From an optimization exercise on the open Yosys and OpenROAD flow, aimed at small area; shortcuts taken in it are not production practice.
At most, simulation tests tie the RTL to the original design; equivalence was not proved.
For runs 4 and 6, only the layout was checked, not whether the RTL still works.
Power is estimated from default activity; no workload was simulated.

$ cat flow/config.mk
export PLATFORM = sky130hd
export DESIGN_NAME = mipsCore
export DESIGN_NICKNAME = mipsCore
export VERILOG_FILES = /design/flow/design.v
export SDC_FILE = /design/flow/constraint.sdc
export NUM_CORES = 4
export LEC_CHECK = 0
export CAP_MARGIN = 20
export CORE_MARGIN = 2
export CORE_UTILIZATION = 40
export SLEW_MARGIN = 20
$ cat flow/constraint.sdc
create_clock -name core_clock -period 10.0 [get_ports {clock}]
set_input_delay 2.0000 -clock core_clock [delete_from_list [all_inputs] [get_ports {clock}]]
set_output_delay 2.0000 -clock core_clock [all_outputs]
set_load 0.01 [all_outputs]
$ cat flow/design.v
`timescale 1ns/1ps
package isaPkg;
	typedef enum logic [5:0] {
		opSpecial = 6'b000000,
		opJ = 6'b000010,
		opBeq = 6'b000100,
		opBne = 6'b000101,
		opLui = 6'b001111,
		opLw = 6'b100011,
		opLbu = 6'b100100,
		opSb = 6'b101000,
		opSw = 6'b101011
	} opcodeT;
	typedef enum logic [5:0] {
		fnBreak = 6'b001101,
		fnAdd = 6'b100000,
		fnSub = 6'b100010,
		fnAnd = 6'b100100,
		fnXor = 6'b100110
	} functT;
	typedef struct packed {
		opcodeT opcode;
		logic [5-1:0] rs;
		logic [5-1:0] rt;
		logic [5-1:0] rd;
		logic [4:0] shamt;
		functT funct;
	} rFormatT;
	typedef struct packed {
		opcodeT opcode;
		logic [5-1:0] rs;
		logic [5-1:0] rt;
		logic [15:0] imm;
	} iFormatT;
	typedef union packed {
		rFormatT r;
		iFormatT i;
	} instrWord;
endpackage
`timescale 1ns/1ps
package ctrlPkg;
	typedef enum logic [3:0] {
		stReset,
		stFetch,
		stDecode,
		stMemAddr,
		stMemRead,
		stLoadWriteBack,
		stMemWrite,
		stRExec,
		stRWriteBack,
		stOverflow,
		stBranch,
		stJump,
		stLui,
		stHalt
	} ctrlStateT;
	typedef enum logic [2:0] {
		aluAdd = 3'b001,
		aluSub = 3'b010,
		aluAnd = 3'b011,
		aluXor = 3'b110,
		aluLui = 3'b111
	} aluOpT;
	typedef enum logic {srcAPc, srcARegA} srcASelT;
	typedef enum logic [1:0] {srcBRegB, srcBStep, srcBImm, srcBBranch} srcBSelT;
	typedef enum logic [1:0] {pcAluResult, pcAluOut, pcJumpTarget, pcExcVector} pcSrcT;
	typedef enum logic {wbAluOut, wbLoadData} wbSrcT;
	typedef enum logic {accWord, accByte} accessSizeT;
endpackage
`timescale 1ns/1ps
`timescale 1ns/1ps
`timescale 1ns/1ps
`timescale 1ns/1ps
`timescale 1ns/1ps
`timescale 1ns/1ps
module mipsCore (
	input logic clock,
	input logic reset,
	input logic [32-1:0] wbDatR,
	input logic wbAck,
	output logic [32-1:0] wbAdr,
	output logic [32-1:0] wbDatW,
	output logic [3:0] wbSel,
	output logic wbWe,
	output logic wbCyc,
	output logic wbStb,
	output logic halted
);
	typedef enum logic [3:0] {
		sClear, sFetch, sDec, sEx1, sEx2, sLReq, sLWait, sLW2,
		sSExtra, sSReq, sSWait, sSW2, sHalt
	} stateT;
	typedef enum logic [2:0] {
		cNop, cAddSub, cLogic, cLui, cJ, cBr, cLoad, cStore
	} clsT;
	stateT state, nextState;
	clsT cls;
	logic [3:0] ph;
	logic [31:0] ar, ir;
	logic [1:0] lsv;
	logic z;
	logic [4:0] xa, xb;
	logic sgn, isByte, ovf, eqAcc, cInc, cAdd, lsh;
	logic [1:0] rdA, rdB;
	logic [63:0] lowBits;
	logic we, clr;
	logic [4:0] widx;
	logic [1:0] wd;
	assign lowBits[1:0] = 2'b00;
	genvar g;
	generate
		for (g = 1; g < 32; g++) begin : gReg
			logic sel;
			logic [31:0] r;
			assign sel = clr || (we && widx == g);
			assign lowBits[2*g +: 2] = r[1:0];
			always_ff @(posedge clock)
				r <= {sel ? (clr ? 2'b00 : wd) : r[1:0], r[31:2]};
		end
	endgenerate
	assign rdA = lowBits[{xa, 1'b0} +: 2];
	assign rdB = lowBits[{xb, 1'b0} +: 2];
	logic [1:0] ir2, ar2;
	logic [1:0] incOut;
	logic incIn, incCo;
	logic [1:0] ax, ay, sum;
	logic cin, c1, c2;
	logic [1:0] lane;
	logic [3:0] start;
	logic [1:0] nlane;
	assign ir2 = ir[1:0];
	assign ar2 = ar[1:0];
	assign incIn = (ph == 4'd1) || (cInc && ph != 4'd0);
	assign {incCo, incOut} = {1'b0, ar2} + {2'b00, incIn};
	always_comb begin
		ax = rdA;
		ay = rdB;
		cin = (ph == 4'd0) ? 1'b0 : cAdd;
		case (cls)
			cLoad, cStore: ay = (ph < 4'd8) ? ir2 : {2{sgn}};
			cBr: begin
				ax = ar2;
				ay = (ph == 4'd0) ? 2'b00 : (ph <= 4'd8) ? ir2 : {2{sgn}};
			end
			default: if (ir[1]) begin
				ay = ~rdB;
				if (ph == 4'd0)
					cin = 1'b1;
			end
		endcase
	end
	assign {c1, sum[0]} = ax[0] + ay[0] + cin;
	assign {c2, sum[1]} = ax[1] + ay[1] + c1;
	assign z = (xb == 5'd0);
	assign lane = (isByte && !z) ? ar[1:0] : 2'b00;
	assign nlane = 2'b00 - lane;
	assign start = {nlane, 2'b00};
	logic irLoad, irSh, arSh, fetchAck;
	logic [1:0] arIn, irIn;
	clsT dCls;
	logic [5:0] op, fn;
	always_comb begin
		op = wbDatR[31:26];
		fn = wbDatR[5:0];
		dCls = cNop;
		case (op)
			6'h00: case (fn)
				6'h20, 6'h22: dCls = cAddSub;
				6'h24, 6'h26: dCls = cLogic;
				default: dCls = cNop;
			endcase
			6'h02: dCls = cJ;
			6'h04, 6'h05: dCls = cBr;
			6'h0F: dCls = cLui;
			6'h23, 6'h24: dCls = cLoad;
			6'h28, 6'h2B: dCls = cStore;
			default: dCls = cNop;
		endcase
	end
	assign fetchAck = (state == sFetch) && wbAck;
	assign widx = (cls == cAddSub || cls == cLogic) ? ir[15:11] : xb;
	always_comb begin
		nextState = state;
		irLoad = 1'b0;
		irSh = 1'b0;
		arSh = 1'b0;
		arIn = incOut;
		irIn = rdB;
		we = 1'b0;
		wd = sum;
		clr = 1'b0;
		case (state)
			sClear: begin
				clr = 1'b1;
				arSh = 1'b1;
				arIn = 2'b00;
				if (ph == 4'd15)
					nextState = sFetch;
			end
			sFetch: if (wbAck) begin
				irLoad = 1'b1;
				if (wbDatR[31:26] == 6'h00 && wbDatR[5:0] == 6'h0D)
					nextState = sHalt;
				else if (ph == 4'd15)
					nextState = sEx1;
				else
					nextState = sDec;
			end
			sDec: if (ph == 4'd15)
				nextState = sEx1;
			sEx1: begin
				arSh = 1'b1;
				case (cls)
					cLogic: begin
						we = 1'b1;
						wd = ir[1] ? (rdA ^ rdB) : (rdA & rdB);
					end
					cLui: begin
						we = 1'b1;
						wd = ph[3] ? ir2 : 2'b00;
						irSh = ph[3];
					end
					cJ: begin
						arIn = (ph == 4'd0) ? 2'b00 : (ph <= 4'd13) ? ir2 : incOut;
						irSh = (ph != 4'd0);
					end
					cLoad, cStore: begin
						arIn = sum;
						irSh = 1'b1;
						if (z)
							irIn = incOut;
						we = !z;
						wd = incOut;
					end
					default: ;
				endcase
				if (ph == 4'd15)
					case (cls)
						cAddSub: nextState = sEx2;
						cBr: nextState = ((eqAcc && rdA == rdB) != ir[26]) ? sEx2 : sFetch;
						cLoad: nextState = sLReq;
						cStore: nextState = (isByte && !z && ar[3:2] != 2'b00) ? sSExtra : sSReq;
						default: nextState = sFetch;
					endcase
			end
			sEx2: begin
				if (cls == cBr) begin
					arSh = 1'b1;
					arIn = sum;
					irSh = (ph != 4'd0);
				end else if (ovf) begin
					arSh = 1'b1;
					arIn = (ph == 4'd3) ? 2'b10 : 2'b00;  
				end else begin
					we = 1'b1;
				end
				if (ph == 4'd15)
					nextState = sFetch;
			end
			sLReq: if (wbAck) begin
				irLoad = !z;
				nextState = (ph == 4'd15 && lane == 2'b00) ? sLW2 : sLWait;
			end
			sLWait: begin
				irSh = (lane != 2'b00) && (lsh || ph == start);
				if (ph == 4'd15 && (lane == 2'b00 || lsh))
					nextState = sLW2;
			end
			sLW2: begin
				irSh = 1'b1;
				we = !z;
				wd = (isByte && ph >= 4'd4) ? 2'b00 : ir2;
				arSh = 1'b1;
				arIn = z ? ir2 : rdB;
				if (ph == 4'd15)
					nextState = sFetch;
			end
			sSExtra: begin
				irSh = 1'b1;
				irIn = ir2;
				if (ph == start - 4'd1)
					nextState = sSReq;
			end
			sSReq: if (wbAck)
				nextState = (ph == 4'd15) ? sSW2 : sSWait;
			sSWait: if (ph == 4'd15)
				nextState = sSW2;
			sSW2: begin
				arSh = 1'b1;
				arIn = z ? ir2 : rdB;
				irSh = 1'b1;
				irIn = ir2;
				we = !z;
				wd = ir[{lsv, 3'b000} +: 2];
				if (ph == 4'd15)
					nextState = sFetch;
			end
			sHalt: ;
			default: nextState = sFetch;
		endcase
	end
	always_ff @(posedge clock) begin
		if (reset) begin
			state <= sClear;
			ph <= 4'd0;
		end else begin
			state <= nextState;
			ph <= ph + 4'd1;
		end
	end
	always_ff @(posedge clock) begin
		if (irLoad)
			ir <= wbDatR;
		else if (irSh)
			ir <= {irIn, ir[31:2]};
		if (arSh)
			ar <= {arIn, ar[31:2]};
		if (state == sSReq)
			lsv <= lane;
		if (fetchAck) begin
			xa <= wbDatR[25:21];
			xb <= wbDatR[20:16];
			sgn <= wbDatR[15];
			cls <= dCls;
			isByte <= ~wbDatR[27];
		end
		cInc <= incCo;
		cAdd <= c2;
		if (state == sEx1 && ph == 4'd15)
			ovf <= c1 ^ c2;
		eqAcc <= (rdA == rdB) && (eqAcc || ph == 4'd0);
		lsh <= (state == sLWait) && irSh;
	end
	assign wbAdr = ar;
	assign wbDatW = z ? 32'd0 : ir;
	assign wbSel = (isByte && (state == sLReq || state == sSReq)) ? (4'b0001 << ar[1:0]) : 4'b1111;
	assign wbWe = (state == sSReq);
	assign wbCyc = (state == sFetch || state == sLReq || state == sSReq);
	assign wbStb = wbCyc;
	assign halted = (state == sHalt);
endmodule
$ cat flow/flow/run.sh
#!/bin/bash
# The standard layout (standard.sh) with two placement/CTS options changed:
# ports are buffered with buf_1 instead of the default cell, and CTS
# clusters sinks into larger groups without inserting dummy loads.
set -eo pipefail
cp standard.sh standard_sh_copy.txt
export BUFFER_PORTS_ARGS="-buffer_cell sky130_fd_sc_hd__buf_1"
export CTS_ARGS="-sink_clustering_enable -repair_clock_nets -dont_use_dummy_load -buf_list sky130_fd_sc_hd__clkbuf_8 -sink_clustering_size 20 -sink_clustering_max_diameter 50"
bash standard.sh > standard.log 2>&1
$ cat flow/standard.sh
#!/bin/bash
# synth_recipe.tcl (not shown) runs the flow's synth.tcl, then flattens the netlist and writes it again
# the make line also repeats each setting of config.mk as NAME=value (left out here)
make -C /OpenROAD-flow-scripts/flow DESIGN_CONFIG=/design/flow/config.mk WORK_HOME=/design/flow/orfs CLKGATE_MAP_FILE= SYNTH_SCRIPT=/design/flow/synth_recipe.tcl "${@:-finish}"
==> summary.md, run 1 <==
| Metric | Value |
|---|---|
| Setup TNS | `0 ns` |
| Initial antenna violation count | `2` |
| Crit path arrival time | `3.19 ns` |
| WL/cell | `17.4 um` |
| First-pass GRT wire length | `72.1 mm` |
| Worst setup path endpoint | `wbDatW[2]` |
| Post-DP HPWL | `32.1 mm` |
| Crit. End Element | `output port` |
| Final Instance Area | `0.0296 mm^2` |
| DR DRC count | `0` |
| Overflow left after global routing | `0` |
| Power Density | `217 mW/mm^2` |
| Max transition margin | `0.242` |
| WP depth | `4` |
| CP max-delay cell | `edfxtp_1` |
| Slew Viols, Final | `0` |
| Commonest non-fill, non-tap cells in the layout | `dfxtp_1 (1004), nand2_1 (110), buf_1 (106)` |
| Placement Cell Area | `0.0286 mm^2` |
| Synth Register Bits | `1086` |
| Final min period | `5.19 ns` |
| Worst-margin pin slew | `1.13 ns` |
| CP Class | `reg -> out` |
| Skew final | `0.101 ns` |
| Port Buf Inserts | `106` |
| Worst-path clk slew | `0.11 ns` |
| Global placer's final weighted congestion | `0.840` |
| Syn Std Cell Area | `0.0272 mm^2` |
| Worst setup path start | `xb[0]` |
| DIE WIDTH | `265 um` |
| Cells after Synth | `1717` |
| Max-cap viol count | `0` |
| Post-synth EDFFs | `82` |
| Dominant cells by area after synthesis | `dfxtp_1 (74%), edfxtp_1 (9.0%), mux2i_1 (2.7%), mux4_2 (2.0%), mux2_2 (1.7%)` |
| Clock latency on the worst-skew pair | `0.70 ns` |
| Via density | `4.51` |
| Vias | `12300` |
| Die area | `0.0701 mm^2` |
| Most common cell after layout, fill and taps aside | `dfxtp_1` |
| Async set-reset flop share out of synthesis | `0` |
| # nets final | `1907` |
| CTS Root Cell | `clkbuf_8` |
| R2R depth | `11` |
| DR iter-0 viols | `635` |
| Drt total wl | `47.5 mm` |
| CTS tree | `built` |
| Fill cell total of the finished layout | `5990` |
| Syn nets | `1763` |
| Top FF cell, synth | `dfxtp_1` |
| Post-CTS Setup Bufs | `0` |
| Mean post-synth cell area | `15.8 um^2` |
| Setup Viol. Count Final | `0` |
| Layout cells sized above 1 | `0.0925` |
| Sequential area share after synthesis | `0.829` |
| Hold crit path type | `reg -> reg` |
| Layout area overhead | `8.94%` |
| Fin crit share | `0.519` |
| DRT Pass-1 Iters | `7` |
| H-tree lvl count | `3` |
| Yosys synthesis warning count | `1` |
| Max clock buf depth | `3` |
| CP Cell Sequence | `or4_1, or2_2, and2_1, buf_1` |
| Initial Utilization | `0.404` |
| Hold Buf Count CTS | `0` |
| Die Y | `265 um` |
| CP Launch Type | `register` |
| Post-route ant nets | `0` |
| I/O pin count | `107` |
| Std cell rows | `95` |
| Largest delay share family, worst path | `simple AND/OR/NAND/NOR gates` |
| Endpoints failing hold | `0` |
| Resize count post-CTS | `0` |
| Max VDD drop | `0.138 mV` |
| Leading area contributor after synthesis | `dfxtp_1` |
| Synth unique cells | `69` |
| Top-area cell type share of the netlist area | `0.739` |
| CTS Buf Count | `76` |
| Flop2flop setup slack | `4.97 ns` |
| Largest net degree at the start of global routing | `65` |
| Max frequency | `193 MHz` |
| Diodes inserted | `0` |
| Worst path bufs/invs | `1` |
| RSZ-0062 raised after global routing | `false` |
| Vias in the first global route | `12300` |
| GRT Overall Usage | `0.136` |
| R2R Path End | `gReg[26].r[31]` |
| Required time of the critical path | `8.00 ns` |
| Reg-to-Reg Start | `xb[0]` |
| Largest stage delay, worst path | `0.83 ns` |
| Clock Sinks | `1086` |
| Core area | `0.0673 mm^2` |
| Worst-path maximum fanout | `36` |
| Status | `no timing/DRC/antenna violations` |
| Static leakage | `11.3 nW` |
worst register-to-register path: stages, from the launching register on:
cell      delay, ns
edfxtp_1       1.08
mux4_1         0.67
mux4_2         0.48
a211oi_2       0.46
xnor2_1        0.17
a21oi_1        0.09
fa_1           0.44
fa_1           0.61
o221ai_1       0.16
o21ai_2        0.15
buf_4          0.37
mux2i_1        0.16
registers in the layout (all words and copies together) (netlist names):
register / count
ovf: 1
eqAcc: 1
xb: 5
cInc: 1
state: 4
ph: 4
ar: 32
lsv: 2
cAdd: 1
lsh: 1
gReg.r: 992
sgn: 1
cls: 3
ir: 32
xa: 5
isByte: 1
logic make-up after synthesis:
family          synth area share
compound gates            0.0267
xor+xnor                 0.00354
fa+ha+maj                0.00561
buf+inv                   0.0119
flops                      0.829
mux                       0.0732
simple gates              0.0499
metal layers:
metal,GRT usage,routed length [um]
met1,0.188,23000
met5,0,0
met2,0.211,21000
met4,0.0447,1290
met3,0.0300,2200
cells in the mapped netlist, drive strengths merged, types with 5 or more instances:
library cell and number:
dfxtp 1004, nand2 110, edfxtp 82, mux2i 74
nor2 56, mux2 42, clkbuf 37, mux4 33
and2 29, o21ai 22, inv 21, a21oi 19
buf 16, nand3 15, nor3 14, nand2b 11
nor2b 11, ha 9, nor4 7, xnor2 7
a31oi 6, nor3b 6, o22ai 6, and3 5
nand4 5, o211ai 5
worst min path at each step:
stage | cells past startpoint | endpoint | slack, ns | from
global route | 0 | gReg[29].r[3] | 0.26 | gReg[29].r[5]
CTS | 0 | gReg[13].r[24] | 0.27 | gReg[13].r[26]
floorplan | 0 | gReg[10].r[0] | 0.31 | gReg[10].r[2]
detailed placement | 0 | gReg[8].r[1] | 0.31 | gReg[8].r[3]
finish | 0 | gReg[29].r[3] | 0.27 | gReg[29].r[5]
global placement | 0 | gReg[14].r[9] | 0.31 | gReg[14].r[11]
power breakdown:
group,total (mW),switching (mW),leakage (nW),internal [mW]
Sequential,4.44,0.0294,8.92,4.41
Clock,1.87,1.18,0.546,0.684
Combinational,0.115,0.0754,1.81,0.0395
metrics by stage:
stage	hold slack [ns]	instances	total power, mW	setup WS (ns)	util
after floorplan	0.310	1717	4.59	3.95	-
after global placement	0.310	2655	4.65	5.08	0.425
after detailed placement	0.312	2655	4.65	5.03	0.425
after CTS	0.269	2731	6.51	4.72	0.440
after global routing	0.261	2732	6.68	4.61	0.441
final	0.270	2732	6.42	4.81	0.441
final cells by class:
cell class	instances	area, um^2	area share
Clock buffer	76	1050	0.0353
Inverter	22	82.6	0.00279
Multi-Input combinational cell	556	4350	0.147
Sequential cell	1086	22600	0.761
Tap cell	873	1090	0.0369
Timing Repair Buffer	119	503	0.0170
==> inputs of run 2 (changes only) <==
==> flow/flow/run.sh (replaced) <==
#!/bin/bash
# The standard layout (standard.sh) with two placement/CTS options changed:
# ports are buffered with buf_1 instead of the default cell, and CTS
# clusters sinks into larger groups without inserting dummy loads.
set -eo pipefail
cp standard.sh standard_sh_copy.txt
export BUFFER_PORTS_ARGS="-buffer_cell sky130_fd_sc_hd__buf_1"
export CTS_ARGS="-sink_clustering_enable -repair_clock_nets -dont_use_dummy_load -buf_list sky130_fd_sc_hd__clkbuf_4 -sink_clustering_size 12 -sink_clustering_max_diameter 40"
bash standard.sh > standard.log 2>&1
--- a/flow/config.mk
+++ b/flow/config.mk
@@ -8,4 +8,4 @@
 export CAP_MARGIN = 20
 export CORE_MARGIN = 2
-export CORE_UTILIZATION = 40
+export CORE_UTILIZATION = 60
 export SLEW_MARGIN = 20
==> summary.md, run 2 <==
| Metric | Value |
|---|---|
| Top FF cell, synth | `dfxtp_1 (unchanged)` |
| Most frequent cell after synthesis | `dfxtp_1 (unchanged)` |
| Met2 wire length | `20.4 mm (was 21.0 mm)` |
| Synth unique cells | `69 (unchanged)` |
| Slew Viols, Final | `0 (unchanged)` |
| Crit path arrival time | `3.21 ns (was 3.19 ns)` |
| Clock latency on the worst-skew pair | `0.88 ns (was 0.70 ns)` |
| Max frequency | `192 MHz (was 193 MHz)` |
| Fin crit share | `0.521 (was 0.519)` |
| DR DRC count | `0 (unchanged)` |
| Std cell rows | `78 (was 95)` |
| DRT Pass-1 Iters | `5 (was 7)` |
| CTS Buf Count | `110 (was 76)` |
| Synth Register Bits | `1086 (unchanged)` |
| Dominant cells by area after synthesis | `dfxtp_1 (74%), edfxtp_1 (9.0%), mux2i_1 (2.7%), mux4_2 (2.0%), mux2_2 (1.7%) (unchanged)` |
| RSZ-0062 raised after global routing | `false (unchanged)` |
| Switch Pwr | `1.26 mW (was 1.29 mW)` |
| Overflow left after global routing | `0 (unchanged)` |
| Crit. End Element | `output port (unchanged)` |
| Logic pwr share | `0.018 (about the same)` |
| Required time of the critical path | `8.00 ns (about the same)` |
| Initial Utilization | `0.603 (was 0.404)` |
| Core area | `0.0451 mm^2 (was 0.0673 mm^2)` |
| Global placer's final weighted congestion | `0.843 (was 0.840)` |
| Die area | `0.0471 mm^2 (was 0.0701 mm^2)` |
| Power Density | `214 mW/mm^2 (was 217 mW/mm^2)` |
| Max-cap viol count | `0 (unchanged)` |
| Async set-reset flop share out of synthesis | `0 (unchanged)` |
| Clock Sinks | `1086 (unchanged)` |
| Worst-path clk slew | `0.12 ns (was 0.11 ns)` |
| Commonest non-fill, non-tap cells in the layout | `dfxtp_1 (1004), nand2_1 (110), clkbuf_4 (110) (was dfxtp_1 (1004), nand2_1 (110), buf_1 (106))` |
| Die Y | `217 um (was 265 um)` |
| Final std cells w/o fill | `2494 (was 2732)` |
| CP max-delay cell | `edfxtp_1 (unchanged)` |
| Largest delay share family, worst path | `simple AND/OR/NAND/NOR gates (unchanged)` |
| Metal-1 WL | `21.1 mm (was 23.0 mm)` |
| First-pass GRT wire length | `68.7 mm (was 72.1 mm)` |
| DIE WIDTH | `217 um (was 265 um)` |
| Layout cells sized above 1 | `0.109 (was 0.0925)` |
| Post-CTS Setup Bufs | `0 (unchanged)` |
| Yosys synthesis warning count | `1 (unchanged)` |
| Clk network pwr share | `0.268 (was 0.291)` |
| Skew final | `0.101 ns (about the same)` |
| Reg-to-Reg Start | `xb[0] (unchanged)` |
| Cells after Synth | `1717 (unchanged)` |
| Post-DP HPWL | `30.1 mm (was 32.1 mm)` |
| Sequential area share after synthesis | `0.829 (unchanged)` |
| Reg power frac | `0.714 (was 0.691)` |
| Top reg by flops | `gReg.r (unchanged)` |
| Static leakage | `11.2 nW (was 11.3 nW)` |
| Max VDD drop | `0.157 mV (was 0.138 mV)` |
| Internal power | `4.95 mW (was 5.13 mW)` |
| Status | `no timing/DRC/antenna violations (unchanged)` |
| CP Class | `reg -> out (unchanged)` |
| Hold Crit Start | `gReg[11].r[22] (was gReg[29].r[5])` |
| Vias | `12400 (was 12300)` |
| Top-area cell type share of the netlist area | `0.739 (unchanged)` |
| Layout area overhead | `6.90% (was 8.94%)` |
| Largest net degree at the start of global routing | `65 (unchanged)` |
| Final worst setup slack | `4.79 ns (was 4.81 ns)` |
| CP Launch Type | `register (unchanged)` |
| Vias in the first global route | `12200 (was 12300)` |
| Syn nets | `1763 (unchanged)` |
| CTS tree | `built (unchanged)` |
| Max clock buf depth | `3 (unchanged)` |
| Endpoints failing hold | `0 (unchanged)` |
| Syn Std Cell Area | `0.0272 mm^2 (unchanged)` |
| DR iter-0 viols | `605 (was 635)` |
| Initial antenna violation count | `3 (was 2)` |
| Hold crit path type | `reg -> reg (unchanged)` |
| R2R Path End | `gReg[20].r[31] (was gReg[26].r[31])` |
| I/O pin count | `107 (unchanged)` |
| Hold Path Cell Cnt | `0 (unchanged)` |
| Flop2flop setup slack | `5.39 ns (was 4.97 ns)` |
| Max transition margin | `0.306 (was 0.242)` |
| Regs by FF count | `gReg.r x992, ar x32, ir x32 (unchanged)` |
| # nets final | `1940 (was 1907)` |
| Max layer used | `met4 (unchanged)` |
| Pre-CTS WS | `5.05 ns (was 5.03 ns)` |
| Met3 wire length | `2.17 mm (was 2.20 mm)` |
| Mean post-synth cell area | `15.8 um^2 (unchanged)` |
| DP Cell Count | `2380 (was 2655)` |
| Via density | `4.97 (was 4.51)` |
| Switching share of power | `0.203 (was 0.201)` |
| Worst path bufs/invs | `1 (unchanged)` |
| Drt total wl | `45.2 mm (was 47.5 mm)` |
| R2R depth | `12 (was 11)` |
| Max reg flops | `992 (unchanged)` |
| Top cell types by occurrence after synthesis | `dfxtp_1 (1004), nand2_1 (110), edfxtp_1 (82), mux2i_1 (74), nor2_1 (54) (unchanged)` |
| Resize count post-CTS | `0 (unchanged)` |
| Worst-margin pin slew | `1.01 ns (was 1.13 ns)` |
| Largest stage delay, worst path | `0.70 ns (was 0.83 ns)` |
| Most common cell after layout, fill and taps aside | `dfxtp_1 (unchanged)` |
| Hold Buf Count CTS | `0 (unchanged)` |
| Post-synth EDFFs | `82 (unchanged)` |
| GRT Overall Usage | `0.196 (was 0.136)` |
| Post-route ant nets | `0 (unchanged)` |
| H-tree lvl count | `3 (unchanged)` |
| CP Cell Sequence | `or4_1, or2_2, and2_1, buf_1 (unchanged)` |
| CTS Root Cell | `clkbuf_4 (was clkbuf_8)` |
| Port Buf Inserts | `106 (unchanged)` |
| Hold-critical path endpoint | `gReg[11].r[20] (was gReg[29].r[3])` |
| Worst-path maximum fanout | `36 (unchanged)` |
| Leading area contributor after synthesis | `dfxtp_1 (unchanged)` |
| Setup TNS | `0 ns (unchanged)` |
| Setup Viol. Count Final | `0 (unchanged)` |
| Final min period | `5.21 ns (was 5.19 ns)` |
| WL/cell | `18.1 um (was 17.4 um)` |
-- run 2: worst max path at each step --
stage,startpoint,to,cells past startpoint
3_3_place_gp,xb[0],gReg[17].r[31],11
5_1_grt,xb[1],wbDatW[31],4
3_5_place_dp,xb[0],gReg[26].r[31],11
6_report,xb[1],wbDatW[31],4
4_1_cts,xb[0],wbDatW[12],4
2_1_floorplan,xb[1],ir[0],10
-- run 2: cell type report --
cell class | instances | area [um^2]
inverter | 22 | 82.6
fill | 3300 | 16000
tap | 600 | 751
multi-input combinational | 556 | 4360
timing repair buffer | 118 | 503
clock buffer | 110 | 826
sequential | 1086 | 22600
antenna | 2 | 5.00
-- run 2: cells by family after synthesis --
group / after synthesis / synth area share
buffers and inverters: 75 / 0.0119
AOI/OAI and AO/OA: 102 / 0.0267
adders and majority gates: 11 / 0.00561
xor gates and xnor gates: 11 / 0.00354
DFF: 1086 / 0.829
and+or+nand+nor: 283 / 0.0499
muxes: 149 / 0.0732
-- run 2: per-layer routing --
metal / vias to the layer above / global-route usage
li1: 6100 / -
met1: 5911 / 0.266
met2: 282 / 0.303
met3: 96 / 0.0477
met4: 0 / 0.0836
met5: - / 0
-- run 2: through the flow --
| stage | total power, mW | hold WS (ns) | util | cell area, um^2 |
|---|---|---|---|---|
| after floorplan | 4.59 | 0.310 | - | 27200 |
| after global placement | 4.65 | 0.309 | 0.626 | 28200 |
| after detailed placement | 4.65 | 0.312 | 0.626 | 28200 |
| after CTS | 6.30 | 0.264 | 0.644 | 29100 |
| after global routing | 6.49 | 0.257 | 0.645 | 29100 |
| final | 6.21 | 0.260 | 0.645 | 29100 |
-- run 2: power by group through the flow --
stage | combinational [mW] | clock [mW] | sequential (mW)
after CTS | 0.110 | 1.75 | 4.44
after detailed placement | 0.110 | 0 | 4.54
after floorplan | 0.0541 | 0 | 4.54
after global routing | 0.121 | 1.92 | 4.45
final | 0.110 | 1.66 | 4.44
after global placement | 0.110 | 0 | 4.54
-- run 2: worst reg2reg max path: stages, from the launching register on --
cell	delay (ns)
edfxtp_1	0.60
buf_8	0.24
mux4_1	0.57
mux4_2	0.48
a211oi_2	0.47
xnor2_1	0.18
a21oi_1	0.10
fa_1	0.44
fa_1	0.60
o221ai_1	0.16
o21ai_2	0.15
buf_4	0.33
mux2i_1	0.16
==> inputs of run 3 (changes only) <==
--- a/flow/config.mk
+++ b/flow/config.mk
@@ -8,4 +8,4 @@
 export CAP_MARGIN = 20
 export CORE_MARGIN = 2
-export CORE_UTILIZATION = 60
+export CORE_UTILIZATION = 40
 export SLEW_MARGIN = 20
==> summary.md, run 3 <==
| Metric | Value |
|---|---|
| Status | `no timing/DRC/antenna violations (unchanged)` |
| H-tree lvl count | `3 (unchanged)` |
| DR iter-0 viols | `648 (was 605)` |
| Skew final | `0.132 ns (was 0.101 ns)` |
| Port Buf Inserts | `106 (unchanged)` |
| Power Density | `212 mW/mm^2 (was 214 mW/mm^2)` |
| Endpoints failing hold | `0 (unchanged)` |
| Setup TNS | `0 ns (unchanged)` |
| Max-cap viol count | `0 (unchanged)` |
| Die Y | `265 um (was 217 um)` |
| Mean post-synth cell area | `15.8 um^2 (unchanged)` |
| Overflow left after global routing | `0 (unchanged)` |
| Via density | `4.54 (was 4.97)` |
| CP Class | `reg -> out (unchanged)` |
| GRT Overall Usage | `0.137 (was 0.196)` |
| Max transition margin | `0.234 (was 0.306)` |
| Setup Viol. Count Final | `0 (unchanged)` |
| Core area | `0.0673 mm^2 (was 0.0451 mm^2)` |
| WL/cell | `17.2 um (was 18.1 um)` |
| Post-CTS Setup Bufs | `0 (unchanged)` |
| Slew Viols, Final | `0 (unchanged)` |
| Final worst setup slack | `4.68 ns (was 4.79 ns)` |
| Final min period | `5.32 ns (was 5.21 ns)` |
| Synth unique cells | `69 (unchanged)` |
| Crit. End Element | `output port (unchanged)` |
| Static leakage | `11.3 nW (was 11.2 nW)` |
| Commonest non-fill, non-tap cells in the layout | `dfxtp_1 (1004), clkbuf_4 (114), nand2_1 (110) (was dfxtp_1 (1004), nand2_1 (110), clkbuf_4 (110))` |
| Clock Sinks | `1086 (unchanged)` |
| Dominant cells by area after synthesis | `dfxtp_1 (74%), edfxtp_1 (9.0%), mux2i_1 (2.7%), mux4_2 (2.0%), mux2_2 (1.7%) (unchanged)` |
| Vias | `12600 (was 12400)` |
| Fin crit share | `0.532 (was 0.521)` |
| DIE WIDTH | `265 um (was 217 um)` |
| Regs by FF count | `gReg.r x992, ar x32, ir x32 (unchanged)` |
| Top-area cell type share of the netlist area | `0.739 (unchanged)` |
| Max VDD drop | `0.139 mV (was 0.157 mV)` |
| Pre-CTS WS | `5.03 ns (was 5.05 ns)` |
| Post-DP HPWL | `32.1 mm (was 30.1 mm)` |
| Worst-path clk slew | `0.10 ns (was 0.12 ns)` |
| Resize count post-CTS | `0 (unchanged)` |
| DR DRC count | `0 (unchanged)` |
| Post-synth EDFFs | `82 (unchanged)` |
| DRT Pass-1 Iters | `5 (unchanged)` |
| Most frequent cell after synthesis | `dfxtp_1 (unchanged)` |
| Max frequency | `188 MHz (was 192 MHz)` |
| Leading area contributor after synthesis | `dfxtp_1 (unchanged)` |
| Most common cell after layout, fill and taps aside | `dfxtp_1 (unchanged)` |
| RSZ-0062 raised after global routing | `false (unchanged)` |
| Clock latency on the worst-skew pair | `0.93 ns (was 0.88 ns)` |
| Async set-reset flop share out of synthesis | `0 (unchanged)` |
| Layout area overhead | `8.29% (was 6.90%)` |
| Synth Register Bits | `1086 (unchanged)` |
| CTS tree | `built (unchanged)` |
| Initial antenna violation count | `4 (was 3)` |
| CTS Root Cell | `clkbuf_4 (unchanged)` |
| Post-route ant nets | `0 (unchanged)` |
| Max reg flops | `992 (unchanged)` |
| Fill cell total of the finished layout | `6015 (was 3300)` |
| Hold crit path type | `reg -> reg (unchanged)` |
| Yosys synthesis warning count | `1 (unchanged)` |
| Top reg by flops | `gReg.r (unchanged)` |
| Worst-margin pin slew | `1.15 ns (was 1.01 ns)` |
| CTS Buf Count | `114 (was 110)` |
| Drt total wl | `47.8 mm (was 45.2 mm)` |
| Global placer's final weighted congestion | `0.840 (was 0.843)` |
| I/O pin count | `107 (unchanged)` |
| Vias in the first global route | `12600 (was 12200)` |
| Layout cells sized above 1 | `0.111 (was 0.109)` |
| Top FF cell, synth | `dfxtp_1 (unchanged)` |
| Syn nets | `1763 (unchanged)` |
| Largest net degree at the start of global routing | `65 (unchanged)` |
| First-pass GRT wire length | `72.9 mm (was 68.7 mm)` |
| Required time of the critical path | `8.00 ns (about the same)` |
| Hold Buf Count CTS | `0 (unchanged)` |
| Initial Utilization | `0.404 (was 0.603)` |
| Max clock buf depth | `3 (unchanged)` |
| Die area | `0.0701 mm^2 (was 0.0471 mm^2)` |
| CP Launch Type | `register (unchanged)` |
| Std cell rows | `95 (was 78)` |
| Top cell types by occurrence after synthesis | `dfxtp_1 (1004), nand2_1 (110), edfxtp_1 (82), mux2i_1 (74), nor2_1 (54) (unchanged)` |
| # nets final | `1945 (was 1940)` |
| Worst-path maximum fanout | `36 (unchanged)` |
| Syn Std Cell Area | `0.0272 mm^2 (unchanged)` |
| Crit path arrival time | `3.32 ns (was 3.21 ns)` |
| Cells after Synth | `1717 (unchanged)` |
| Sequential area share after synthesis | `0.829 (unchanged)` |
[run 3: cell families (layout without fill, tap and decap cells)]
family | count (synthesis) | in the layout | share of synthesized area
AO/OA/AOI/OAI | 102 | 102 | 0.0267
XOR/XNOR | 11 | 11 | 0.00354
adder cells (fa/ha/maj) | 11 | 11 | 0.00561
buffers and inverters | 75 | 255 | 0.0119
flip-flops | 1086 | 1086 | 0.829
multiplexers | 149 | 149 | 0.0732
other | 0 | 6 | 0
AND/OR/NAND/NOR | 283 | 283 | 0.0499
[run 3: area by class of cell]
class,count,area (um^2),area share
inverter,22,82.6,0.00280
clock buffer,114,856,0.0290
tap,873,1090,0.0371
multi-input combinational,556,4350,0.148
timing repair buffer,119,503,0.0171
sequential,1086,22600,0.766
antenna,6,15.0,0.000510
[run 3: per-stage QoR]
step	util	cell area [um^2]	hold slack (ns)	instances	total power [mW]
2_1_floorplan	-	27200	0.310	1717	4.59
3_3_place_gp	0.425	28600	0.310	2655	4.65
3_5_place_dp	0.425	28600	0.312	2655	4.65
4_1_cts	0.438	29400	0.253	2769	6.36
5_1_grt	0.438	29500	0.257	2776	6.54
6_report	0.438	29500	0.258	2776	6.26
[run 3: critical path, stage by stage, from the launching register on]
cell and delay, ns:
edfxtp_1 0.81, or4_1 0.71, or2_2 0.56, and2_1 0.27, buf_1 0.13
[run 3: power breakdown]
| part | internal (mW) | total, mW | leakage, nW | switching, mW |
|---|---|---|---|---|
| logic | 0.0394 | 0.114 | 1.81 | 0.0749 |
| registers | 4.41 | 4.44 | 8.92 | 0.0297 |
| clock network | 0.522 | 1.71 | 0.525 | 1.19 |
| total | 4.97 | 6.26 | 11.3 | 1.29 |
[run 3: layer usage]
layer,share of wire,GRT usage
met5,0,0
met4,0.027,0.0486
met3,0.046,0.0331
met2,0.44,0.212
met1,0.48,0.188
[run 3: final timing paths]
kind                  startpoint  cells after the start             end  slack, ns
setup reg to reg           xb[0]                     11  gReg[28].r[31]       5.03
hold / removal    gReg[13].r[26]                      0  gReg[13].r[24]       0.26
setup / recovery           xb[0]                      4      wbDatW[28]       4.68
hold reg to reg   gReg[13].r[26]                      0  gReg[13].r[24]       0.26
==> inputs of run 4 (changes only) <==
--- a/flow/design.v
+++ b/flow/design.v
@@ -98,9 +98,10 @@
 	clsT cls;
 	logic [3:0] ph;
-	logic [31:0] ar, ir;
+	logic [31:0] ar, ir, irn;  
+	assign ir = ~irn;
 	logic [1:0] lsv;
 	logic z;
 	logic [4:0] xa, xb;
-	logic sgn, isByte, ovf, eqAcc, cInc, cAdd, lsh;
+	logic sgn, isByte, ovf, eqAcc, cInc, cAdd;
 	logic [1:0] rdA, rdB;
 	logic [63:0] lowBits;
@@ -153,5 +154,7 @@
 	assign {c1, sum[0]} = ax[0] + ay[0] + cin;
 	assign {c2, sum[1]} = ax[1] + ay[1] + c1;
+	logic [1:0] irLane;
 	assign z = (xb == 5'd0);
+	assign irLane = ir[{lsv, 3'b000} +: 2];
 	assign lane = (isByte && !z) ? ar[1:0] : 2'b00;
 	assign nlane = 2'b00 - lane;
@@ -261,15 +264,12 @@
 			sLReq: if (wbAck) begin
 				irLoad = !z;
-				nextState = (ph == 4'd15 && lane == 2'b00) ? sLW2 : sLWait;
-			end
-			sLWait: begin
-				irSh = (lane != 2'b00) && (lsh || ph == start);
-				if (ph == 4'd15 && (lane == 2'b00 || lsh))
-					nextState = sLW2;
+				nextState = (ph == 4'd15) ? sLW2 : sLWait;
 			end
+			sLWait: if (ph == 4'd15)
+				nextState = sLW2;
 			sLW2: begin
 				irSh = 1'b1;
 				we = !z;
-				wd = (isByte && ph >= 4'd4) ? 2'b00 : ir2;
+				wd = (isByte && ph >= 4'd4) ? 2'b00 : irLane;
 				arSh = 1'b1;
 				arIn = z ? ir2 : rdB;
@@ -293,5 +293,5 @@
 				irIn = ir2;
 				we = !z;
-				wd = ir[{lsv, 3'b000} +: 2];
+				wd = irLane;
 				if (ph == 4'd15)
 					nextState = sFetch;
@@ -312,10 +312,10 @@
 	always_ff @(posedge clock) begin
 		if (irLoad)
-			ir <= wbDatR;
+			irn <= ~wbDatR;
 		else if (irSh)
-			ir <= {irIn, ir[31:2]};
+			irn <= {~irIn, irn[31:2]};
 		if (arSh)
 			ar <= {arIn, ar[31:2]};
-		if (state == sSReq)
+		if (state == sSReq || state == sLReq)
 			lsv <= lane;
 		if (fetchAck) begin
@@ -331,8 +331,7 @@
 			ovf <= c1 ^ c2;
 		eqAcc <= (rdA == rdB) && (eqAcc || ph == 4'd0);
-		lsh <= (state == sLWait) && irSh;
 	end
 	assign wbAdr = ar;
-	assign wbDatW = z ? 32'd0 : ir;
+	assign wbDatW = ~(irn | {32{z}});
 	assign wbSel = (isByte && (state == sLReq || state == sSReq)) ? (4'b0001 << ar[1:0]) : 4'b1111;
 	assign wbWe = (state == sSReq);
==> summary.md, run 4 <==
| Metric | Value |
|---|---|
| DRT Pass-1 Iters | `4 (was 5)` |
| Max clock buf depth | `3 (unchanged)` |
| Post-route ant nets | `0 (unchanged)` |
| Post-synth EDFFs | `82 (unchanged)` |
| Endpoints failing hold | `0 (unchanged)` |
| Initial antenna violation count | `6 (was 4)` |
| Reg-to-Reg Start | `xb[1] (was xb[0])` |
| Final min period | `4.90 ns (was 5.32 ns)` |
| Fin crit share | `0.490 (was 0.532)` |
| DR iter-0 viols | `670 (was 648)` |
| Clock latency on the worst-skew pair | `0.94 ns (was 0.93 ns)` |
| Die Y | `264 um (was 265 um)` |
| WL/cell | `17.1 um (was 17.2 um)` |
| Final worst setup slack | `5.10 ns (was 4.68 ns)` |
| Hold Buf Count CTS | `0 (unchanged)` |
| Cells after Synth | `1749 (was 1717)` |
| Via density | `4.50 (was 4.54)` |
| Max-cap viol count | `0 (unchanged)` |
| Crit path arrival time | `2.90 ns (was 3.32 ns)` |
| Slew Viols, Final | `0 (unchanged)` |
| Die area | `0.0698 mm^2 (was 0.0701 mm^2)` |
| Syn nets | `1793 (was 1763)` |
| Regs by FF count | `gReg.r x992, ar x32, irn x32 (was gReg.r x992, ar x32, ir x32)` |
| Final Instance Area | `0.0293 mm^2 (was 0.0295 mm^2)` |
| Largest stage delay, worst path | `0.75 ns (was 0.81 ns)` |
| Layout cells sized above 1 | `0.0986 (was 0.111)` |
| Async set-reset flop share out of synthesis | `0 (unchanged)` |
| Top FF cell, synth | `dfxtp_1 (unchanged)` |
| Max VDD drop | `0.104 mV (was 0.139 mV)` |
| Layout area overhead | `8.20% (was 8.29%)` |
| Worst-path clk slew | `0.10 ns (about the same)` |
| Overflow left after global routing | `0 (unchanged)` |
| Top-area cell type share of the netlist area | `0.742 (was 0.739)` |
| GRT Overall Usage | `0.140 (was 0.137)` |
| Max frequency | `204 MHz (was 188 MHz)` |
| Resize count post-CTS | `0 (unchanged)` |
| Fill cell total of the finished layout | `6015 (unchanged)` |
| Synth Register Bits | `1085 (was 1086)` |
| Static leakage | `11.3 nW (about the same)` |
| Max transition margin | `0.276 (was 0.234)` |
| Yosys synthesis warning count | `1 (unchanged)` |
| Mean post-synth cell area | `15.5 um^2 (was 15.8 um^2)` |
| Drt total wl | `48.0 mm (was 47.8 mm)` |
| Top cell types by occurrence after synthesis | `dfxtp_1 (1003), nand2_1 (144), mux2i_1 (84), edfxtp_1 (82), nor2_1 (73) (was dfxtp_1 (1004), nand2_1 (110), edfxtp_1 (82), mux2i_1 (74), nor2_1 (54))` |
| Hold crit path type | `reg -> reg (unchanged)` |
| Worst-path maximum fanout | `34 (was 36)` |
| Leading area contributor after synthesis | `dfxtp_1 (unchanged)` |
| Crit. End Element | `output port (unchanged)` |
| Vias in the first global route | `12500 (was 12600)` |
| DIE WIDTH | `264 um (was 265 um)` |
| Power Density | `241 mW/mm^2 (was 212 mW/mm^2)` |
| First-pass GRT wire length | `74.0 mm (was 72.9 mm)` |
| CTS tree | `built (unchanged)` |
| Core area | `0.0670 mm^2 (was 0.0673 mm^2)` |
| Post-CTS Setup Bufs | `0 (unchanged)` |
| CTS Root Cell | `clkbuf_4 (unchanged)` |
| Setup Viol. Count Final | `0 (unchanged)` |
| Max reg flops | `992 (unchanged)` |
| Initial Utilization | `0.404 (about the same)` |
| I/O pin count | `107 (unchanged)` |
| Worst-margin pin slew | `1.09 ns (was 1.15 ns)` |
| Syn Std Cell Area | `0.0271 mm^2 (was 0.0272 mm^2)` |
| Placement Cell Area | `0.0284 mm^2 (was 0.0286 mm^2)` |
| Most common cell after layout, fill and taps aside | `dfxtp_1 (unchanged)` |
| Hold Crit Start | `gReg[16].r[3] (was gReg[13].r[26])` |
| Worst setup path start | `xb[1] (was xb[0])` |
| Synth unique cells | `75 (was 69)` |
| CP Class | `reg -> out (unchanged)` |
| Required time of the critical path | `8.00 ns (about the same)` |
| CP max-delay cell | `edfxtp_1 (unchanged)` |
| DR DRC count | `0 (unchanged)` |
| RSZ-0062 raised after global routing | `false (unchanged)` |
| CTS Buf Count | `116 (was 114)` |
| Skew final | `0.143 ns (was 0.132 ns)` |
| Clock Sinks | `1085 (was 1086)` |
| Post-DP HPWL | `32.5 mm (was 32.1 mm)` |
| Pre-CTS WS | `5.78 ns (was 5.03 ns)` |
| Global placer's final weighted congestion | `0.824 (was 0.840)` |
| Vias | `12600 (about the same)` |
| H-tree lvl count | `3 (unchanged)` |
| Most frequent cell after synthesis | `dfxtp_1 (unchanged)` |
| # nets final | `1973 (was 1945)` |
| Std cell rows | `95 (unchanged)` |
| Status | `no timing/DRC/antenna violations (unchanged)` |
| Largest net degree at the start of global routing | `66 (was 65)` |
| Commonest non-fill, non-tap cells in the layout | `dfxtp_1 (1003), nand2_1 (143), clkbuf_4 (116) (was dfxtp_1 (1004), clkbuf_4 (114), nand2_1 (110))` |
| CP Cell Sequence | `or3_4, nor3_4, buf_4, nor2_1, buf_1 (was or4_1, or2_2, and2_1, buf_1)` |
| CP Launch Type | `register (unchanged)` |
| Dominant cells by area after synthesis | `dfxtp_1 (74%), edfxtp_1 (9.1%), mux2i_1 (3.1%), nand2_1 (2.0%), mux4_2 (1.7%) (was dfxtp_1 (74%), edfxtp_1 (9.0%), mux2i_1 (2.7%), mux4_2 (2.0%), mux2_2 (1.7%))` |
| Sequential area share after synthesis | `0.833 (was 0.829)` |
| Port Buf Inserts | `106 (unchanged)` |
| Setup TNS | `0 ns (unchanged)` |
| Top reg by flops | `gReg.r (unchanged)` |
[run 4: cell types whose count changed in the layout (fill, tap and decap cells not counted), moves of 5 or more]
cell,previous run,this run
mux2_2,41,7
and2_1,29,12
o22ai_1,6,11
mux4_1,9,4
nor2b_1,11,20
nand2_1,110,143
diode_2,6,12
o21ai_1,0,33
mux2i_1,74,84
nor2_1,54,73
nand2b_1,11,2
inv_1,21,12
[run 4: cell families after synthesis]
kind of cell / count (synthesis) / share of synthesized area
AO/OA/AOI/OAI: 131 / 0.0324
flip-flops: 1085 / 0.833
adder cells (fa/ha/maj): 9 / 0.00471
AND/OR/NAND/NOR: 328 / 0.0584
XOR/XNOR: 9 / 0.00319
buffers and inverters: 69 / 0.0124
multiplexers: 118 / 0.0562
[run 4: area by class of cell]
class / instances / area (um^2) / area share
clock buffers: 116 / 871 / 0.0297
multi-input cells: 595 / 4230 / 0.144
repair buffers: 116 / 473 / 0.0161
inverters: 15 / 56.3 / 0.00192
well taps: 873 / 1090 / 0.0373
flip-flops and latches: 1085 / 22500 / 0.770
diodes: 12 / 30.0 / 0.00103
[run 4: where the power goes]
| group | switching, mW | internal [mW] |
|---|---|---|
| Sequential | 0.137 | 4.56 |
| Combinational | 0.459 | 0.188 |
| Clock | 1.19 | 0.530 |
| Total | 1.78 | 5.28 |
[run 4: final timing paths]
| check | slack (ns) | cells past startpoint | end |
|---|---|---|---|
| setup / recovery | 5.10 | 5 | wbDatW[9] |
| hold reg to reg | 0.26 | 0 | gReg[16].r[1] |
| setup reg to reg | 5.82 | 12 | gReg[21].r[31] |
| hold / removal | 0.26 | 0 | gReg[16].r[1] |
[run 4: per-layer routing]
layer  vias to the layer above  GRT usage  wire length, um
met5                         -          0                0
met1                      6069      0.193            23300
met4                         0     0.0507             1210
met3                        91     0.0323             2100
met2                       287      0.216            21400
li1                       6195          -                -
[run 4: critical path, delay by kind of cell (launching register included)]
kind                   cells  cell delay, ns
buffers and inverters      2            0.53
AND/OR/NAND/NOR            3            0.76
flip-flops                 1            0.75
[run 4: stage by stage]
step | power, mW | instances | util | hold WS (ns)
floorplan | 5.16 | 1749 | - | 0.310
CTS | 7.17 | 2800 | 0.437 | 0.250
global placement | 5.44 | 2684 | 0.424 | 0.309
finish | 7.06 | 2812 | 0.437 | 0.258
global route | 7.42 | 2809 | 0.437 | 0.251
detailed placement | 5.45 | 2684 | 0.424 | 0.312
==> inputs of run 5 (changes only) <==
--- a/flow/design.v
+++ b/flow/design.v
@@ -98,6 +98,5 @@
 	clsT cls;
 	logic [3:0] ph;
-	logic [31:0] ar, ir, irn;  
-	assign ir = ~irn;
+	logic [31:0] ar, ir;
 	logic [1:0] lsv;
 	logic z;
@@ -312,7 +311,7 @@
 	always_ff @(posedge clock) begin
 		if (irLoad)
-			irn <= ~wbDatR;
+			ir <= wbDatR;
 		else if (irSh)
-			irn <= {~irIn, irn[31:2]};
+			ir <= {irIn, ir[31:2]};
 		if (arSh)
 			ar <= {arIn, ar[31:2]};
@@ -333,5 +332,5 @@
 	end
 	assign wbAdr = ar;
-	assign wbDatW = ~(irn | {32{z}});
+	assign wbDatW = z ? 32'd0 : ir;
 	assign wbSel = (isByte && (state == sLReq || state == sSReq)) ? (4'b0001 << ar[1:0]) : 4'b1111;
 	assign wbWe = (state == sSReq);
==> summary.md, run 5 <==
| Metric | Value |
|---|---|
| Syn nets | `1760 (was 1793)` |
| Largest family of logic cells by synthesized area | `multiplexers (was simple AND/OR/NAND/NOR gates)` |
| Crit. End Element | `output port (unchanged)` |
| Regs by FF count | `gReg.r x992, ar x32, ir x32 (was gReg.r x992, ar x32, irn x32)` |
| Final Instance Area | `0.0294 mm^2 (was 0.0293 mm^2)` |
| Leading area contributor after synthesis | `dfxtp_1 (unchanged)` |
| Adder-cell area share of the yosys netlist | `0.00468 (was 0.00471)` |
| Die area | `0.0702 mm^2 (was 0.0698 mm^2)` |
| Met3 usage | `0.0313 (was 0.0323)` |
| R2R Path End | `gReg[22].r[31] (was gReg[21].r[31])` |
| Final worst setup slack | `5.05 ns (was 5.10 ns)` |
| Mean post-synth cell area | `15.9 um^2 (was 15.5 um^2)` |
| Pre-CTS WS | `5.69 ns (was 5.78 ns)` |
| Most frequent cell after synthesis | `dfxtp_1 (unchanged)` |
| DR iter-0 viols | `613 (was 670)` |
| Post-synthesis simple-gate area fraction | `0.0547 (was 0.0584)` |
| Layout cells sized above 1 | `0.0941 (was 0.0986)` |
| Initial antenna violation count | `3 (was 6)` |
| Static leakage | `11.4 nW (was 11.3 nW)` |
| Gr busiest metal | `met2 (unchanged)` |
| Setup Viol. Count Final | `0 (unchanged)` |
| DRT Pass-1 Iters | `5 (was 4)` |
| Dominant cells by area after synthesis | `dfxtp_1 (74%), edfxtp_1 (9.0%), mux2i_1 (3.1%), mux4_2 (1.5%), mux2_1 (1.4%) (was dfxtp_1 (74%), edfxtp_1 (9.1%), mux2i_1 (3.1%), nand2_1 (2.0%), mux4_2 (1.7%))` |
| CTS Buf Count | `112 (was 116)` |
| Mux share of post-synthesis cell area | `0.0716 (was 0.0562)` |
| Initial Utilization | `0.405 (was 0.404)` |
| Hold-critical path endpoint | `gReg[6].r[6] (was gReg[16].r[1])` |
| Post-CTS Setup Bufs | `0 (unchanged)` |
| Via density | `4.46 (was 4.50)` |
| Fin crit share | `0.495 (was 0.490)` |
| Hold Crit Start | `gReg[6].r[8] (was gReg[16].r[3])` |
| Max frequency | `202 MHz (was 204 MHz)` |
| Overflow left after global routing | `0 (unchanged)` |
| Placement Cell Area | `0.0286 mm^2 (was 0.0284 mm^2)` |
| Max reg flops | `992 (unchanged)` |
| Max-cap viol count | `0 (unchanged)` |
| DR DRC count | `0 (unchanged)` |
| GRT Overall Usage | `0.132 (was 0.140)` |
| Yosys synthesis warning count | `1 (unchanged)` |
| Power Total | `6.09 mW (was 7.06 mW)` |
| Skew final | `0.108 ns (was 0.143 ns)` |
| Fin Hold WS | `0.259 ns (was 0.258 ns)` |
| Flop2flop setup slack | `5.73 ns (was 5.82 ns)` |
| Max VDD drop | `0.0982 mV (was 0.104 mV)` |
| R2R depth | `12 (unchanged)` |
| CP Launch Type | `register (unchanged)` |
| Clock latency on the worst-skew pair | `0.92 ns (was 0.94 ns)` |
| Drt total wl | `46.3 mm (was 48.0 mm)` |
| Std cell rows | `95 (unchanged)` |
| Reg-to-Reg Start | `xb[2] (was xb[1])` |
| CTS Root Cell | `clkbuf_4 (unchanged)` |
| Worst-path clk slew | `0.11 ns (was 0.10 ns)` |
| Global placer's final weighted congestion | `0.836 (was 0.824)` |
| Met2 usage | `0.200 (was 0.216)` |
| Port Buf Inserts | `106 (unchanged)` |
| Largest net degree at the start of global routing | `65 (was 66)` |
| First-pass GRT wire length | `69.9 mm (was 74.0 mm)` |
| Post-DP HPWL | `30.7 mm (was 32.5 mm)` |
| Hold Path Cell Cnt | `0 (unchanged)` |
| DIE WIDTH | `265 um (was 264 um)` |
| Top FF cell, synth | `dfxtp_1 (unchanged)` |
| # nets final | `1938 (was 1973)` |
| Resize count post-CTS | `0 (unchanged)` |
| H-tree lvl count | `3 (unchanged)` |
| Slew Viols, Final | `0 (unchanged)` |
| Synth Register Bits | `1085 (unchanged)` |
| Commonest non-fill, non-tap cells in the layout | `dfxtp_1 (1003), clkbuf_4 (112), buf_1 (106) (was dfxtp_1 (1003), nand2_1 (143), clkbuf_4 (116))` |
| Core area | `0.0673 mm^2 (was 0.0670 mm^2)` |
| RSZ-0062 raised after global routing | `false (unchanged)` |
| Sequential area share after synthesis | `0.827 (was 0.833)` |
| Cells after Synth | `1716 (was 1749)` |
| Endpoints failing hold | `0 (unchanged)` |
| Vias | `12400 (was 12600)` |
| I/O pin count | `107 (unchanged)` |
| Most common cell after layout, fill and taps aside | `dfxtp_1 (unchanged)` |
| Syn Std Cell Area | `0.0272 mm^2 (was 0.0271 mm^2)` |
| Synth Area in Compound Gates | `0.0259 (was 0.0324)` |
| Hold Buf Count CTS | `0 (unchanged)` |
| Max clock buf depth | `3 (unchanged)` |
| Met1 Track Usage GR | `0.185 (was 0.193)` |
| Synth unique cells | `78 (was 75)` |
| Required time of the critical path | `8.00 ns (about the same)` |
| CTS tree | `built (unchanged)` |
| Top cell types by occurrence after synthesis | `dfxtp_1 (1003), nand2_1 (98), mux2i_1 (84), edfxtp_1 (82), nor2_1 (43) (was dfxtp_1 (1003), nand2_1 (144), mux2i_1 (84), edfxtp_1 (82), nor2_1 (73))` |
| Async set-reset flop share out of synthesis | `0 (unchanged)` |
| Setup TNS | `0 ns (unchanged)` |
| Vias in the first global route | `12000 (was 12500)` |
| Clock Sinks | `1085 (unchanged)` |
| Synth Area in XOR/XNOR | `0.00354 (was 0.00319)` |
| Max transition margin | `0.329 (was 0.276)` |
| Hold crit path type | `reg -> reg (unchanged)` |
| WL/cell | `16.7 um (was 17.1 um)` |
| Worst-margin pin slew | `1.00 ns (was 1.09 ns)` |
| Layout area overhead | `8.09% (was 8.20%)` |
| Status | `no timing/DRC/antenna violations (unchanged)` |
| Crit path arrival time | `2.95 ns (was 2.90 ns)` |
| Die Y | `265 um (was 264 um)` |
| Top reg by flops | `gReg.r (unchanged)` |
| Top-area cell type share of the netlist area | `0.737 (was 0.742)` |
| Worst-path maximum fanout | `35 (was 34)` |
| Post-route ant nets | `0 (unchanged)` |
| CP Class | `reg -> out (unchanged)` |
| Power Density | `207 mW/mm^2 (was 241 mW/mm^2)` |
| Post-synth EDFFs | `82 (unchanged)` |
| Fill cell total of the finished layout | `6057 (was 6015)` |
| Final min period | `4.95 ns (was 4.90 ns)` |
[run 5: cell types whose count changed after synthesis, moves of 7 or more]
cell     delta
a21oi_1     +9
nand4_1     -7
nand2_1    -46
buf_2       -9
inv_1       +9
mux2_1     +33
o22ai_1     -7
nor2_1     -30
o21ai_1    -29
and2_1     +24
[run 5: kinds of logic after synthesis]
logic type | after synthesis
AOI/OAI and AO/OA | 100
xor gates and xnor gates | 11
adders and majority gates | 9
buffers and inverters | 74
DFF | 1085
muxes | 152
and+or+nand+nor | 285
[run 5: layout make-up]
type	count	area [um^2]	area share
Timing Repair Buffer	116	473	0.0161
Sequential cell	1085	22500	0.765
Tap cell	873	1090	0.0371
Antenna cell	5	12.5	0.000425
Inverter	22	82.6	0.00280
Multi-Input combinational cell	557	4410	0.150
Clock buffer	112	841	0.0286
[run 5: how the worst max path moves through the flow]
stage	start	end	slack (ns)	cells past startpoint
finish	xb[1]	wbDatW[29]	5.05	5
global route	xb[1]	wbDatW[29]	4.86	5
CTS	xb[1]	wbDatW[29]	4.94	5
detailed placement	xb[1]	gReg[23].r[31]	5.69	12
global placement	xb[1]	gReg[6].r[31]	5.79	12
floorplan	wbAck	ir[0]	5.92	5
[run 5: layer usage]
metal	up-vias	wire, um
met5	-	0
met4	0	922
met3	79	2020
met1	5959	22800
li1	6066	-
met2	246	20500
[run 5: critical path, stage by stage, from the launching register on]
cell	delay [ns]
edfxtp_1	0.71
or4_4	0.68
nand2b_1	0.16
buf_4	0.24
and2_1	0.21
buf_1	0.13
[run 5: through the flow]
step	utilization	std cells
2_1_floorplan	-	1716
3_3_place_gp	0.425	2653
3_5_place_dp	0.425	2653
4_1_cts	0.438	2765
5_1_grt	0.438	2769
6_report	0.438	2770
[run 5: power by group]
group	internal [mW]	switching (mW)	total [mW]
Clock	0.514	1.18	1.69
Sequential	4.37	0.00204	4.37
Combinational	0.0101	0.0183	0.0284
==> inputs of run 6 (changes only) <==
--- a/flow/design.v
+++ b/flow/design.v
@@ -98,5 +98,7 @@
 	clsT cls;
 	logic [3:0] ph;
-	logic [31:0] ar, ir;
+	logic rot;
+	logic [31:0] ar, ir, irn;  
+	assign ir = ~irn;
 	logic [1:0] lsv;
 	logic z;
@@ -107,5 +109,8 @@
 	logic we, clr;
 	logic [4:0] widx;
-	logic [1:0] wd;
+	logic [1:0] wd, wdx;
+	logic pol;
+	assign pol = rot;
+	assign wdx = (clr ? 2'b00 : wd) ^ {2{pol}};
 	assign lowBits[1:0] = 2'b00;
 	genvar g;
@@ -117,9 +122,9 @@
 			assign lowBits[2*g +: 2] = r[1:0];
 			always_ff @(posedge clock)
-				r <= {sel ? (clr ? 2'b00 : wd) : r[1:0], r[31:2]};
+				r <= {~(sel ? wdx : r[1:0]), r[31:2]};
 		end
 	endgenerate
-	assign rdA = lowBits[{xa, 1'b0} +: 2];
-	assign rdB = lowBits[{xb, 1'b0} +: 2];
+	assign rdA = (xa == 5'd0) ? 2'b00 : lowBits[{xa, 1'b0} +: 2] ^ {2{pol}};
+	assign rdB = z ? 2'b00 : lowBits[{xb, 1'b0} +: 2] ^ {2{pol}};
 	logic [1:0] ir2, ar2;
 	logic [1:0] incOut;
@@ -303,15 +308,15 @@
 		if (reset) begin
 			state <= sClear;
-			ph <= 4'd0;
+			{rot, ph} <= 5'd0;
 		end else begin
 			state <= nextState;
-			ph <= ph + 4'd1;
+			{rot, ph} <= {rot, ph} + 5'd1;
 		end
 	end
 	always_ff @(posedge clock) begin
 		if (irLoad)
-			ir <= wbDatR;
+			irn <= ~wbDatR;
 		else if (irSh)
-			ir <= {irIn, ir[31:2]};
+			irn <= {~irIn, irn[31:2]};
 		if (arSh)
 			ar <= {arIn, ar[31:2]};
@@ -332,5 +337,5 @@
 	end
 	assign wbAdr = ar;
-	assign wbDatW = z ? 32'd0 : ir;
+	assign wbDatW = ~(irn | {32{z}});
 	assign wbSel = (isByte && (state == sLReq || state == sSReq)) ? (4'b0001 << ar[1:0]) : 4'b1111;
 	assign wbWe = (state == sSReq);
==> summary.md, run 6 <==
| Metric | Value |
|---|---|
| Slew Viols, Final | `0 (unchanged)` |
| Skew final | `0.107 ns (was 0.108 ns)` |
| H-tree lvl count | `3 (unchanged)` |
| Initial Utilization | `0.404 (was 0.405)` |
| Crit. End Element | `output port (unchanged)` |
| # nets final | `1924 (was 1938)` |
| Top cell types by occurrence after synthesis | `dfxtp_1 (1004), o21ai_0 (86), edfxtp_1 (82), mux2i_1 (79), nor2_1 (72) (was dfxtp_1 (1003), nand2_1 (98), mux2i_1 (84), edfxtp_1 (82), nor2_1 (43))` |
| Max clock buf depth | `3 (unchanged)` |
| Top FF cell, synth | `dfxtp_1 (unchanged)` |
| Power Density | `327 mW/mm^2 (was 207 mW/mm^2)` |
| Final min period | `5.56 ns (was 4.95 ns)` |
| Fill cell total of the finished layout | `6043 (was 6057)` |
| DRT Pass-1 Iters | `5 (unchanged)` |
| Post-route ant nets | `0 (unchanged)` |
| Yosys synthesis warning count | `1 (unchanged)` |
| Leading area contributor after synthesis | `dfxtp_1 (unchanged)` |
| Most common cell after layout, fill and taps aside | `dfxtp_1 (unchanged)` |
| CP Cell Sequence | `or4_1, nor2_4, nor2_1, buf_1 (was or4_4, nand2b_1, buf_4, and2_1, buf_1)` |
| Worst setup path start | `xb[0] (was xb[1])` |
| CTS tree | `built (unchanged)` |
| Required time of the critical path | `8.00 ns (about the same)` |
| Overflow left after global routing | `0 (unchanged)` |
| GRT Overall Usage | `0.135 (was 0.132)` |
| Initial antenna violation count | `4 (was 3)` |
| Worst-path clk slew | `0.11 ns (about the same)` |
| DR iter-0 viols | `828 (was 613)` |
| First-pass GRT wire length | `71.6 mm (was 69.9 mm)` |
| DIE WIDTH | `264 um (was 265 um)` |
| Flop2flop setup slack | `4.81 ns (was 5.73 ns)` |
| I/O pin count | `107 (unchanged)` |
| WL/cell | `16.9 um (was 16.7 um)` |
| CP Class | `reg -> out (unchanged)` |
| Static leakage | `11.6 nW (was 11.4 nW)` |
| Max VDD drop | `0.0962 mV (was 0.0982 mV)` |
| Max frequency | `180 MHz (was 202 MHz)` |
| Setup Viol. Count Final | `0 (unchanged)` |
| Post-synth EDFFs | `82 (unchanged)` |
| Drt total wl | `46.4 mm (was 46.3 mm)` |
| CTS Root Cell | `clkbuf_4 (unchanged)` |
| Layout area overhead | `8.04% (was 8.09%)` |
| CP max-delay cell | `edfxtp_1 (unchanged)` |
| Std cell rows | `95 (unchanged)` |
| Syn Std Cell Area | `0.0271 mm^2 (was 0.0272 mm^2)` |
| Async set-reset flop share out of synthesis | `0 (unchanged)` |
| Status | `no timing/DRC/antenna violations (unchanged)` |
| Layout cells sized above 1 | `0.0857 (was 0.0941)` |
| Largest stage delay, worst path | `0.82 ns (was 0.71 ns)` |
| Reg-to-Reg Start | `xb[0] (was xb[2])` |
| Setup TNS | `0 ns (unchanged)` |
| Vias | `12600 (was 12400)` |
| RSZ-0062 raised after global routing | `false (unchanged)` |
| Max transition margin | `0.276 (was 0.329)` |
| R2R depth | `13 (was 12)` |
| Worst-margin pin slew | `1.09 ns (was 1.00 ns)` |
| Worst setup path endpoint | `wbDatW[31] (was wbDatW[29])` |
| Resize count post-CTS | `0 (unchanged)` |
| Hold crit path type | `reg -> reg (unchanged)` |
| Post-DP HPWL | `31.3 mm (was 30.7 mm)` |
| Core area | `0.0670 mm^2 (was 0.0673 mm^2)` |
| Crit path arrival time | `3.56 ns (was 2.95 ns)` |
| Commonest non-fill, non-tap cells in the layout | `dfxtp_1 (1004), clkbuf_4 (111), buf_1 (106) (was dfxtp_1 (1003), clkbuf_4 (112), buf_1 (106))` |
| Vias in the first global route | `12400 (was 12000)` |
| Endpoints failing hold | `0 (unchanged)` |
| Die Y | `264 um (was 265 um)` |
| Max reg flops | `992 (unchanged)` |
| CP Launch Type | `register (unchanged)` |
| Final Core Density | `0.436 (was 0.438)` |
| Synth Register Bits | `1086 (was 1085)` |
| Via density | `4.58 (was 4.46)` |
| Global placer's final weighted congestion | `0.894 (was 0.836)` |
| Top reg by flops | `gReg.r (unchanged)` |
| Synth unique cells | `72 (was 78)` |
| Max-cap viol count | `0 (unchanged)` |
| Post-CTS Setup Bufs | `0 (unchanged)` |
| DP Cell Count | `2640 (was 2653)` |
| Port Buf Inserts | `106 (unchanged)` |
| CTS Buf Count | `111 (was 112)` |
| Most frequent cell after synthesis | `dfxtp_1 (unchanged)` |
| Clock latency on the worst-skew pair | `0.90 ns (was 0.92 ns)` |
| Pre-CTS WS | `4.75 ns (was 5.69 ns)` |
| Mean post-synth cell area | `15.8 um^2 (was 15.9 um^2)` |
| Final worst setup slack | `4.44 ns (was 5.05 ns)` |
| Dominant cells by area after synthesis | `dfxtp_1 (74%), edfxtp_1 (9.1%), mux2i_1 (2.9%), mux4_2 (1.9%), o21ai_0 (1.6%) (was dfxtp_1 (74%), edfxtp_1 (9.0%), mux2i_1 (3.1%), mux4_2 (1.5%), mux2_1 (1.4%))` |
| DR DRC count | `0 (unchanged)` |
| R2R Path End | `gReg[13].r[31] (was gReg[22].r[31])` |
| Fin crit share | `0.556 (was 0.495)` |
| Clock Sinks | `1086 (was 1085)` |
| Regs by FF count | `gReg.r x992, ar x32, irn x32 (was gReg.r x992, ar x32, ir x32)` |
| Largest net degree at the start of global routing | `66 (was 65)` |
| Worst-path maximum fanout | `38 (was 35)` |
| Hold Buf Count CTS | `0 (unchanged)` |
| Sequential area share after synthesis | `0.834 (was 0.827)` |
| Top-area cell type share of the netlist area | `0.743 (was 0.737)` |
| Die area | `0.0697 mm^2 (was 0.0702 mm^2)` |
| Cells after Synth | `1712 (was 1716)` |
| Syn nets | `1756 (was 1760)` |
| Final std cells w/o fill | `2752 (was 2770)` |
## run 6: worst min path at each step
stage / startpoint / end / depth (start not counted)
2_1_floorplan: gReg[10].r[2] / gReg[10].r[0] / 0
3_3_place_gp: gReg[30].r[7] / gReg[30].r[5] / 0
3_5_place_dp: gReg[7].r[5] / gReg[7].r[3] / 0
4_1_cts: gReg[29].r[24] / gReg[29].r[22] / 0
5_1_grt: gReg[5].r[7] / gReg[5].r[5] / 0
6_report: gReg[29].r[24] / gReg[29].r[22] / 0
## run 6: layer usage
layer  part of all wire  GRT usage  routed length (um)  up-vias
met5            0.00026          0                  12        -
met4              0.029     0.0588                1340        2
met3              0.063     0.0361                2930       89
met2               0.43      0.202               20000      388
met1               0.48      0.186               22100     6047
li1                   -          -                   -     6085
## run 6: cell type report
class                   count  area, um^2  area share
diodes                      1        2.50   0.0000856
well taps                 873        1090      0.0374
flip-flops and latches   1086       22600       0.772
inverters                  19        71.3     0.00244
multi-input cells         549        4220       0.144
repair buffers            113         450      0.0154
clock buffers             111         833      0.0285
## run 6: critical path: cells and delay by family (launching register included)
kind | cells | cell delay (ns)
buf+inv | 1 | 0.18
flops | 1 | 0.82
simple gates | 3 | 1.67
## run 6: power by group
| part | switching, mW | total [mW] | internal [mW] |
|---|---|---|---|
| combinational | 0.349 | 0.659 | 0.310 |
| clock | 1.17 | 1.68 | 0.509 |
| sequential | 0.702 | 7.21 | 6.51 |
## run 6: cells by family after synthesis
family / count (synthesis) / share of synthesized area
AOI/OAI and AO/OA: 166 / 0.0390
buffers and inverters: 77 / 0.0120
adders and majority gates: 9 / 0.00472
DFF: 1086 / 0.834
xor gates and xnor gates: 17 / 0.00550
and+or+nand+nor: 238 / 0.0434
muxes: 119 / 0.0615
## run 6: metrics by stage
step	instance area, um^2	total power [mW]	hold WS [ns]
floorplan	27100	7.43	0.310
global placement	28400	7.93	0.310
detailed placement	28400	8.00	0.312
CTS	29200	9.71	0.246
global route	29200	10.1	0.244
finish	29200	9.55	0.246

Check on run 6: ideal ports give 4.444 ns setup slack; a clkbuf_16 on the clock port and buf_2 on the inputs give 4.388 ns; moving port delays by the midpoint clock arrival (0.891 ns) as well gives 4.806 ns.
